This is an optimization exercise on Yosys and OpenROAD, whose aim is a short achievable clock period and few clock cycles, not a production implementation.
The RTL was checked by simulation tests, not by an equivalence proof against the original design.
Power and IR drop assume default switching activity.

==> inputs of build 58 <==
Design mips_top, start of the top module:
module mips_top (
	input  logic        clk,
	input  logic        rst_n,
	output logic [31:0] imem_addr,
	input  logic [31:0] imem_data,
	output logic        wb_cyc_o,
	output logic        wb_stb_o,
	output logic        wb_we_o,
	output logic [31:0] wb_adr_o,
	output logic [31:0] wb_dat_o,
	output logic [3:0]  wb_sel_o,
	input  logic        wb_ack_i,
	input  logic [31:0] wb_dat_i
);
Settings: LEC_CHECK=0, CAP_MARGIN=20, CELL_PAD_IN_SITES_DETAIL_PLACEMENT=1, CELL_PAD_IN_SITES_GLOBAL_PLACEMENT=2, CORE_MARGIN=2, CORE_UTILIZATION=40, SETUP_SLACK_MARGIN=5, SLEW_MARGIN=20; clock period 8.5 ns.
standard.sh (not shown) runs the stock make flow with config.mk's settings and CLKGATE_MAP_FILE= SYNTH_SCRIPT=/design/flow/synth_recipe.tcl, a recipe that flattens the netlist after the stock synthesis.
==> flow/flow/run.sh <==
#!/bin/bash
set -euo pipefail

# the standard synthesis, unchanged
bash standard.sh synth > flow_synth.log 2>&1

# floorplan to the final layout; standard.sh writes out/final.def after finish
bash standard.sh \
	SETUP_SLACK_MARGIN=5.6 \
	"BUFFER_PORTS_ARGS=-buffer_cell sky130_fd_sc_hd__buf_8" \
	finish > flow_layout.log 2>&1

test -s out/final.def
==> inputs of trial 20, as changes to build 58 <==
--- a/flow/design.v
+++ b/flow/design.v
@@ -261,13 +261,12 @@
 	output logic [3:0]  wb_sel_o,
 	input  logic        wb_ack_i,
 	input  logic [31:0] wb_dat_i
 );
 	logic id_stall;       
 	logic mispredict;     
-	logic mp_id;          
 	logic [9:0] pc;
 	logic [9:0] f_pc_inc;
 	logic [9:0] f_next;
 	logic       f_pred;
 	logic [9:0] f_alt;
 	assign imem_addr = {20'b0, pc, 2'b00};
@@ -283,14 +282,12 @@
 	always_ff @(posedge clk or negedge rst_n)
 	begin
 		if (!rst_n)
 			pc <= '0;
 		else if (mispredict)
 			pc <= x_alt;
-		else if (mp_id)
-			pc <= d_alt;
 		else if (!id_stall)
 			pc <= f_next;
 	end
 	logic        f_add, f_sub, f_slt, f_and, f_or, f_nor, f_sll, f_srl, f_sra;
 	logic        f_wr, f_use_a, f_use_b, f_isrc, f_load, f_store, f_beq, f_bne;
 	logic [4:0]  f_dest, f_ra, f_rb;
@@ -331,13 +328,13 @@
 	logic [31:0] d_imm;
 	logic [31:1] d_sel_a, d_sel_b;
 	always_ff @(posedge clk or negedge rst_n)
 	begin
 		if (!rst_n)
 			d_valid <= 1'b0;
-		else if (mispredict | mp_id)
+		else if (mispredict)
 			d_valid <= 1'b0;
 		else if (!id_stall)
 			d_valid <= 1'b1;
 	end
 	always_ff @(posedge clk)
 	begin
@@ -355,14 +352,12 @@
 		end
 	end
 	logic [31:1] w_sel;
 	logic        w_wr;
 	logic [4:0]  w_dest;
 	logic [31:0] w_data;
-	logic [31:0] w_sum, w_diff, w_oth;
-	logic        w_isadd, w_issub;
 	logic [31:1] l_sel;
 	logic        l_valid;
 	logic [4:0]  l_dst;
 	logic [31:0] l_data;
 	logic [31:0] rf_a, rf_b;
 	reg_file u_regs (
@@ -382,26 +377,23 @@
 	logic [31:0] x_a, x_b, x_r;
 	logic [4:0]  x_shamt;
 	logic        x_add, x_sub, x_slt, x_and, x_or, x_nor, x_sll, x_srl, x_sra;
 	logic [31:0] x_sum;    
 	logic [31:0] x_diff;
 	logic [31:0] x_other;
+	logic [31:0] x_y;      
 	logic        x_rfwd;   
 	logic [31:0] x_rv;     
 	logic        b_stb, b_we, b_lwr;
 	logic [4:0]  b_dest;
 	logic [31:1] b_sel;
 	logic [31:0] b_adr, b_dat;
 	logic        q_v, q_we, q_lwr;
 	logic [4:0]  q_dest;
 	logic [31:1] q_sel;
 	logic [31:0] q_adr, q_dat;
-	logic        r_v, r_we, r_lwr;
-	logic [4:0]  r_dest;
-	logic [31:1] r_sel;
-	logic [31:0] r_adr, r_dat;
 	logic bus_free;    
 	logic ld_now;      
 	logic ld_open;     
 	assign bus_free = !b_stb | wb_ack_i;
 	assign ld_now = b_stb & b_lwr & wb_ack_i;
 	assign ld_open = b_stb & b_lwr & !wb_ack_i;
@@ -436,45 +428,33 @@
 		({32{ha_oth}} & x_other) | ({32{ha_no}} & early_a);
 	assign fwd_bi = ({32{hb_sum}} & x_sum) | ({32{hb_diff}} & x_diff) |
 		({32{hb_oth}} & x_other) | ({32{hb_no}} & early_bi);
 	logic dep_x, dep_q, dep_b;
 	assign dep_x = (d_use_a & (x_dest == d_ra)) | (d_use_b & (x_dest == d_rb)) | (d_wr & (x_dest == d_dest));
 	assign dep_q = (d_use_a & (q_dest == d_ra)) | (d_use_b & (q_dest == d_rb)) | (d_wr & (q_dest == d_dest));
-	logic dep_r;
-	assign dep_r = (d_use_a & (r_dest == d_ra)) | (d_use_b & (r_dest == d_rb)) | (d_wr & (r_dest == d_dest));
 	assign dep_b = (d_use_a & (b_dest == d_ra)) | (d_use_b & (b_dest == d_rb)) | (d_wr & (b_dest == d_dest));
 	logic ld_hazard;
-	assign ld_hazard = (x_load & x_wr & dep_x) | (q_v & q_lwr & dep_q) | (r_v & r_lwr & dep_r) | (ld_open & dep_b);
+	assign ld_hazard = (x_load & x_wr & dep_x) | (q_v & q_lwr & dep_q) | (ld_open & dep_b);
 	logic mem_hazard;
-	logic q_v_next, r_v_next;
-	assign q_v_next = bus_free ? (q_v & (r_v | x_mem)) : (q_v | x_mem);
-	assign r_v_next = bus_free ? (q_v & r_v & x_mem) : (r_v | (x_mem & q_v));
-	assign mem_hazard = (d_load | d_store) & q_v_next & r_v_next;
+	assign mem_hazard = (d_load | d_store) & (((x_mem | q_v) & !bus_free) | (x_mem & q_v));
 	assign id_stall = d_valid & (ld_hazard | mem_hazard);
 	logic d_bubble;
 	assign d_bubble = !d_valid | id_stall | mispredict;
-	logic x_addsub, ex_zero, id_fast, id_taken;
-	assign x_addsub = x_alu_wr & (x_add | x_sub);
-	assign ex_zero = x_sub ? (x_a == x_b) : ((x_a ^ x_b) == {x_a[30:0] | x_b[30:0], 1'b0});
-	assign id_fast = (d_beq | d_bne) & x_addsub &
-		(((x_dest == d_ra) & (d_rb == 5'd0)) | ((x_dest == d_rb) & (d_ra == 5'd0)));
-	assign id_taken = d_beq ? ex_zero : !ex_zero;
-	assign mp_id = d_valid & id_fast & (id_taken != d_pred) & !id_stall & !mispredict;
 	always_ff @(posedge clk or negedge rst_n)
 	begin
 		if (!rst_n)
 		begin
 			x_wr <= 1'b0; x_load <= 1'b0; x_store <= 1'b0; x_br <= 1'b0; x_mem <= 1'b0;
 		end
 		else
 		begin
 			x_wr <= d_wr & !d_bubble;
 			x_load <= d_load & !d_bubble;
 			x_store <= d_store & !d_bubble;
 			x_mem <= (d_load | d_store) & !d_bubble;
-			x_br <= (d_beq | d_bne) & !id_fast & !d_bubble;
+			x_br <= (d_beq | d_bne) & !d_bubble;
 		end
 	end
 	always_ff @(posedge clk)
 	begin
 		x_dest <= d_dest;
 		x_expect <= d_pred ~^ d_beq;
@@ -499,70 +479,58 @@
 		.op_srl (x_srl),
 		.op_sra (x_sra),
 		.sum    (x_sum),
 		.diff   (x_diff),
 		.other  (x_other)
 	);
+	assign x_y = x_add ? x_sum : x_sub ? x_diff : x_other;
 	assign x_rv = x_rfwd ? w_data : x_r;
 	assign mispredict = x_br & ((x_a == x_rv) ^ x_expect);
 	logic [31:1] x_sel;
 	always_comb
 	begin
 		for (int i = 1; i < 32; i++)
 			x_sel[i] = x_dest == 5'(i);
 	end
-	logic q_load, r_load, q_from_r;
-	assign q_load = bus_free ? (q_v & (r_v | x_mem)) : (x_mem & !q_v);
-	assign q_from_r = bus_free & r_v;
-	assign r_load = x_mem & q_v & (bus_free ? r_v : 1'b1);
+	logic x_to_q;
+	assign x_to_q = x_mem & (q_v | !bus_free);
 	always_ff @(posedge clk or negedge rst_n)
 	begin
 		if (!rst_n)
 		begin
 			b_stb <= 1'b0; b_we <= 1'b0; b_lwr <= 1'b0;
 			q_v <= 1'b0;
-			r_v <= 1'b0;
 		end
 		else
 		begin
 			if (bus_free)
 			begin
 				b_stb <= q_v | x_mem;
 				b_we <= q_v ? q_we : x_store;
 				b_lwr <= q_v ? q_lwr : (x_load & x_wr);
 			end
-			q_v <= q_v_next;
-			r_v <= r_v_next;
+			q_v <= x_to_q | (q_v & !bus_free);
 		end
 	end
 	always_ff @(posedge clk)
 	begin
 		if (bus_free)
 		begin
 			b_adr <= q_v ? q_adr : x_sum;
 			b_dat <= q_v ? q_dat : x_rv;
 			b_dest <= q_v ? q_dest : x_dest;
 			b_sel <= q_v ? q_sel : x_sel;
 		end
-		if (q_load)
+		if (x_to_q)
 		begin
-			q_we <= q_from_r ? r_we : x_store;
-			q_lwr <= q_from_r ? r_lwr : (x_load & x_wr);
-			q_adr <= q_from_r ? r_adr : x_sum;
-			q_dat <= q_from_r ? r_dat : x_rv;
-			q_dest <= q_from_r ? r_dest : x_dest;
-			q_sel <= q_from_r ? r_sel : x_sel;
-		end
-		if (r_load)
-		begin
-			r_we <= x_store;
-			r_lwr <= x_load & x_wr;
-			r_adr <= x_sum;
-			r_dat <= x_rv;
-			r_dest <= x_dest;
-			r_sel <= x_sel;
+			q_we <= x_store;
+			q_lwr <= x_load & x_wr;
+			q_adr <= x_sum;
+			q_dat <= x_rv;
+			q_dest <= x_dest;
+			q_sel <= x_sel;
 		end
 	end
 	assign wb_cyc_o = b_stb;
 	assign wb_stb_o = b_stb;
 	assign wb_we_o = b_we;
 	assign wb_adr_o = b_adr;
@@ -583,13 +551,12 @@
 	end
 	always_ff @(posedge clk)
 	begin
 		l_dst <= b_dest;
 		l_data <= wb_dat_i;
 	end
-	assign w_data = w_isadd ? w_sum : w_issub ? w_diff : w_oth;
 	always_ff @(posedge clk or negedge rst_n)
 	begin
 		if (!rst_n)
 		begin
 			w_wr <= 1'b0;
 			w_sel <= '0;
@@ -600,17 +567,13 @@
 			w_sel <= x_sel & {31{x_alu_wr}};
 		end
 	end
 	always_ff @(posedge clk)
 	begin
 		w_dest <= x_dest;
-		w_sum <= x_sum;
-		w_diff <= x_diff;
-		w_oth <= x_other;
-		w_isadd <= x_add;
-		w_issub <= x_sub;
+		w_data <= x_y;
 	end
 endmodule
 `timescale 1ns/1ps
 module mips_top (
 	input  logic        clk,
 	input  logic        rst_n,
==> flow/run.sh (new file) <==
#!/bin/bash
# synth_recipe.tcl (not shown) runs the flow's synth.tcl, then flattens the netlist and writes it again
# the make line also repeats each setting of config.mk as NAME=value (left out here)
make -C /OpenROAD-flow-scripts/flow DESIGN_CONFIG=/design/flow/config.mk WORK_HOME=/design/flow/orfs CLKGATE_MAP_FILE= SYNTH_SCRIPT=/design/flow/synth_recipe.tcl finish
==> flow/config.mk (replaced) <==
export PLATFORM = sky130hd
export DESIGN_NAME = mips_top
export DESIGN_NICKNAME = mips_top
export VERILOG_FILES = /design/flow/design.v
export SDC_FILE = /design/flow/constraint.sdc
export NUM_CORES = 8
export LEC_CHECK = 0
export CAP_MARGIN = 20
export CORE_MARGIN = 2
export CORE_UTILIZATION = 40
export SETUP_SLACK_MARGIN = 5
export SLEW_MARGIN = 20
removed: flow/flow/run.sh
removed: flow/standard.sh
==> inputs of build 92, as changes to build 58 <==
--- a/flow/design.v
+++ b/flow/design.v
@@ -355,14 +355,12 @@
 		end
 	end
 	logic [31:1] w_sel;
 	logic        w_wr;
 	logic [4:0]  w_dest;
 	logic [31:0] w_data;
-	logic [31:0] w_sum, w_diff, w_oth;
-	logic        w_isadd, w_issub;
 	logic [31:1] l_sel;
 	logic        l_valid;
 	logic [4:0]  l_dst;
 	logic [31:0] l_data;
 	logic [31:0] rf_a, rf_b;
 	reg_file u_regs (
@@ -382,26 +380,23 @@
 	logic [31:0] x_a, x_b, x_r;
 	logic [4:0]  x_shamt;
 	logic        x_add, x_sub, x_slt, x_and, x_or, x_nor, x_sll, x_srl, x_sra;
 	logic [31:0] x_sum;    
 	logic [31:0] x_diff;
 	logic [31:0] x_other;
+	logic [31:0] x_y;      
 	logic        x_rfwd;   
 	logic [31:0] x_rv;     
 	logic        b_stb, b_we, b_lwr;
 	logic [4:0]  b_dest;
 	logic [31:1] b_sel;
 	logic [31:0] b_adr, b_dat;
 	logic        q_v, q_we, q_lwr;
 	logic [4:0]  q_dest;
 	logic [31:1] q_sel;
 	logic [31:0] q_adr, q_dat;
-	logic        r_v, r_we, r_lwr;
-	logic [4:0]  r_dest;
-	logic [31:1] r_sel;
-	logic [31:0] r_adr, r_dat;
 	logic bus_free;    
 	logic ld_now;      
 	logic ld_open;     
 	assign bus_free = !b_stb | wb_ack_i;
 	assign ld_now = b_stb & b_lwr & wb_ack_i;
 	assign ld_open = b_stb & b_lwr & !wb_ack_i;
@@ -436,22 +431,17 @@
 		({32{ha_oth}} & x_other) | ({32{ha_no}} & early_a);
 	assign fwd_bi = ({32{hb_sum}} & x_sum) | ({32{hb_diff}} & x_diff) |
 		({32{hb_oth}} & x_other) | ({32{hb_no}} & early_bi);
 	logic dep_x, dep_q, dep_b;
 	assign dep_x = (d_use_a & (x_dest == d_ra)) | (d_use_b & (x_dest == d_rb)) | (d_wr & (x_dest == d_dest));
 	assign dep_q = (d_use_a & (q_dest == d_ra)) | (d_use_b & (q_dest == d_rb)) | (d_wr & (q_dest == d_dest));
-	logic dep_r;
-	assign dep_r = (d_use_a & (r_dest == d_ra)) | (d_use_b & (r_dest == d_rb)) | (d_wr & (r_dest == d_dest));
 	assign dep_b = (d_use_a & (b_dest == d_ra)) | (d_use_b & (b_dest == d_rb)) | (d_wr & (b_dest == d_dest));
 	logic ld_hazard;
-	assign ld_hazard = (x_load & x_wr & dep_x) | (q_v & q_lwr & dep_q) | (r_v & r_lwr & dep_r) | (ld_open & dep_b);
+	assign ld_hazard = (x_load & x_wr & dep_x) | (q_v & q_lwr & dep_q) | (ld_open & dep_b);
 	logic mem_hazard;
-	logic q_v_next, r_v_next;
-	assign q_v_next = bus_free ? (q_v & (r_v | x_mem)) : (q_v | x_mem);
-	assign r_v_next = bus_free ? (q_v & r_v & x_mem) : (r_v | (x_mem & q_v));
-	assign mem_hazard = (d_load | d_store) & q_v_next & r_v_next;
+	assign mem_hazard = (d_load | d_store) & (((x_mem | q_v) & !bus_free) | (x_mem & q_v));
 	assign id_stall = d_valid & (ld_hazard | mem_hazard);
 	logic d_bubble;
 	assign d_bubble = !d_valid | id_stall | mispredict;
 	logic x_addsub, ex_zero, id_fast, id_taken;
 	assign x_addsub = x_alu_wr & (x_add | x_sub);
 	assign ex_zero = x_sub ? (x_a == x_b) : ((x_a ^ x_b) == {x_a[30:0] | x_b[30:0], 1'b0});
@@ -499,70 +489,58 @@
 		.op_srl (x_srl),
 		.op_sra (x_sra),
 		.sum    (x_sum),
 		.diff   (x_diff),
 		.other  (x_other)
 	);
+	assign x_y = x_add ? x_sum : x_sub ? x_diff : x_other;
 	assign x_rv = x_rfwd ? w_data : x_r;
 	assign mispredict = x_br & ((x_a == x_rv) ^ x_expect);
 	logic [31:1] x_sel;
 	always_comb
 	begin
 		for (int i = 1; i < 32; i++)
 			x_sel[i] = x_dest == 5'(i);
 	end
-	logic q_load, r_load, q_from_r;
-	assign q_load = bus_free ? (q_v & (r_v | x_mem)) : (x_mem & !q_v);
-	assign q_from_r = bus_free & r_v;
-	assign r_load = x_mem & q_v & (bus_free ? r_v : 1'b1);
+	logic x_to_q;
+	assign x_to_q = x_mem & (q_v | !bus_free);
 	always_ff @(posedge clk or negedge rst_n)
 	begin
 		if (!rst_n)
 		begin
 			b_stb <= 1'b0; b_we <= 1'b0; b_lwr <= 1'b0;
 			q_v <= 1'b0;
-			r_v <= 1'b0;
 		end
 		else
 		begin
 			if (bus_free)
 			begin
 				b_stb <= q_v | x_mem;
 				b_we <= q_v ? q_we : x_store;
 				b_lwr <= q_v ? q_lwr : (x_load & x_wr);
 			end
-			q_v <= q_v_next;
-			r_v <= r_v_next;
+			q_v <= x_to_q | (q_v & !bus_free);
 		end
 	end
 	always_ff @(posedge clk)
 	begin
 		if (bus_free)
 		begin
 			b_adr <= q_v ? q_adr : x_sum;
 			b_dat <= q_v ? q_dat : x_rv;
 			b_dest <= q_v ? q_dest : x_dest;
 			b_sel <= q_v ? q_sel : x_sel;
 		end
-		if (q_load)
+		if (x_to_q)
 		begin
-			q_we <= q_from_r ? r_we : x_store;
-			q_lwr <= q_from_r ? r_lwr : (x_load & x_wr);
-			q_adr <= q_from_r ? r_adr : x_sum;
-			q_dat <= q_from_r ? r_dat : x_rv;
-			q_dest <= q_from_r ? r_dest : x_dest;
-			q_sel <= q_from_r ? r_sel : x_sel;
-		end
-		if (r_load)
-		begin
-			r_we <= x_store;
-			r_lwr <= x_load & x_wr;
-			r_adr <= x_sum;
-			r_dat <= x_rv;
-			r_dest <= x_dest;
-			r_sel <= x_sel;
+			q_we <= x_store;
+			q_lwr <= x_load & x_wr;
+			q_adr <= x_sum;
+			q_dat <= x_rv;
+			q_dest <= x_dest;
+			q_sel <= x_sel;
 		end
 	end
 	assign wb_cyc_o = b_stb;
 	assign wb_stb_o = b_stb;
 	assign wb_we_o = b_we;
 	assign wb_adr_o = b_adr;
@@ -583,13 +561,12 @@
 	end
 	always_ff @(posedge clk)
 	begin
 		l_dst <= b_dest;
 		l_data <= wb_dat_i;
 	end
-	assign w_data = w_isadd ? w_sum : w_issub ? w_diff : w_oth;
 	always_ff @(posedge clk or negedge rst_n)
 	begin
 		if (!rst_n)
 		begin
 			w_wr <= 1'b0;
 			w_sel <= '0;
@@ -600,17 +577,13 @@
 			w_sel <= x_sel & {31{x_alu_wr}};
 		end
 	end
 	always_ff @(posedge clk)
 	begin
 		w_dest <= x_dest;
-		w_sum <= x_sum;
-		w_diff <= x_diff;
-		w_oth <= x_other;
-		w_isadd <= x_add;
-		w_issub <= x_sub;
+		w_data <= x_y;
 	end
 endmodule
 `timescale 1ns/1ps
 module mips_top (
 	input  logic        clk,
 	input  logic        rst_n,
==> comparison table <==
metric	trial 20	build 58	build 92
Status	finished clean	finished clean	finished clean
Critical path's largest stage delay	0.97 ns	0.55 ns	0.36 ns
Number of clock buffers inserted by TritonCTS	177	204	193
Aggregate routed wire length	486,000 µm	634,000 µm	582,000 µm
Min-Delay Endpoint	u_core.x_slt	u_core.x_or	u_core.x_srl
Slowest cell on the critical path	edfxtp_1	mux2i_4	dfxtp_4
Proportion of synthesized area in mux cells	15.2%	14.1%	14.6%
DR pass1 iterations	15	9	8
Total met3 wirelength after detailed routing	90,200 µm	96,000 µm	85,200 µm
Pin count of the biggest net entering global routing	170	171	134
Wire length on met2	176,000 µm	247,000 µm	230,000 µm
Fraction of synthesis flops using an asynchronous set or reset pin	66.4%	60.2%	66.4%
Seq pwr	8.28 mW	9.32 mW	8.29 mW
Portion of the layout cell area used by clock cells	6.02%	5.95%	5.69%
Global-route met1 utilization	51.6%	64.3%	64.0%
Logic gate share of total power	9.0%	12.8%	13.1%
Peak Freq	266 MHz	249 MHz	292 MHz
Sinks on Clock Net	1,621	1,789	1,621
Pre-CTS WS	3.50 ns	3.56 ns	3.41 ns
Final worst clock skew	0.0473 ns	0.0655 ns	0.0388 ns
Testbench counts of build 58, summed over its fixed seeds: cycles 66,865.
Testbench counts of trial 20, summed over its fixed seeds: cycles 68,256.
Testbench counts of build 92, summed over its fixed seeds: cycles 67,060.

re-timing with driven ports:
How much do the figures lean on ideal ports? The routed layouts below were timed once more, with nothing changed but the port constraints.
Step 1 (the two cells are an assumption about what drives the block):
set clk [get_ports {clk}]
set_driving_cell -lib_cell sky130_fd_sc_hd__clkbuf_16 $clk
set_driving_cell -lib_cell sky130_fd_sc_hd__buf_2 [delete_from_list [all_inputs] $clk]
Step 2 also shifts input and output timing later by t, the mid clock arrival at the registers, as if the neighbouring blocks saw the same clock.
Three values: ideal, step 1, step 2; two values: the first two.
run	t, ns	slack for setup (ns)	worst setup path after step 2
build 58	0.976	4.487 / 4.487 / 4.147	input to register
trial 20	0.988	4.739 / 4.739 / 4.194	input to register
build 92	0.962	5.077 / 5.077 / 4.269	input to register
After both steps every run listed still meets setup and hold. The setup slack of build 92, which loses most, moves by 0.000 ns with the drivers and by -0.808 ns with both steps.
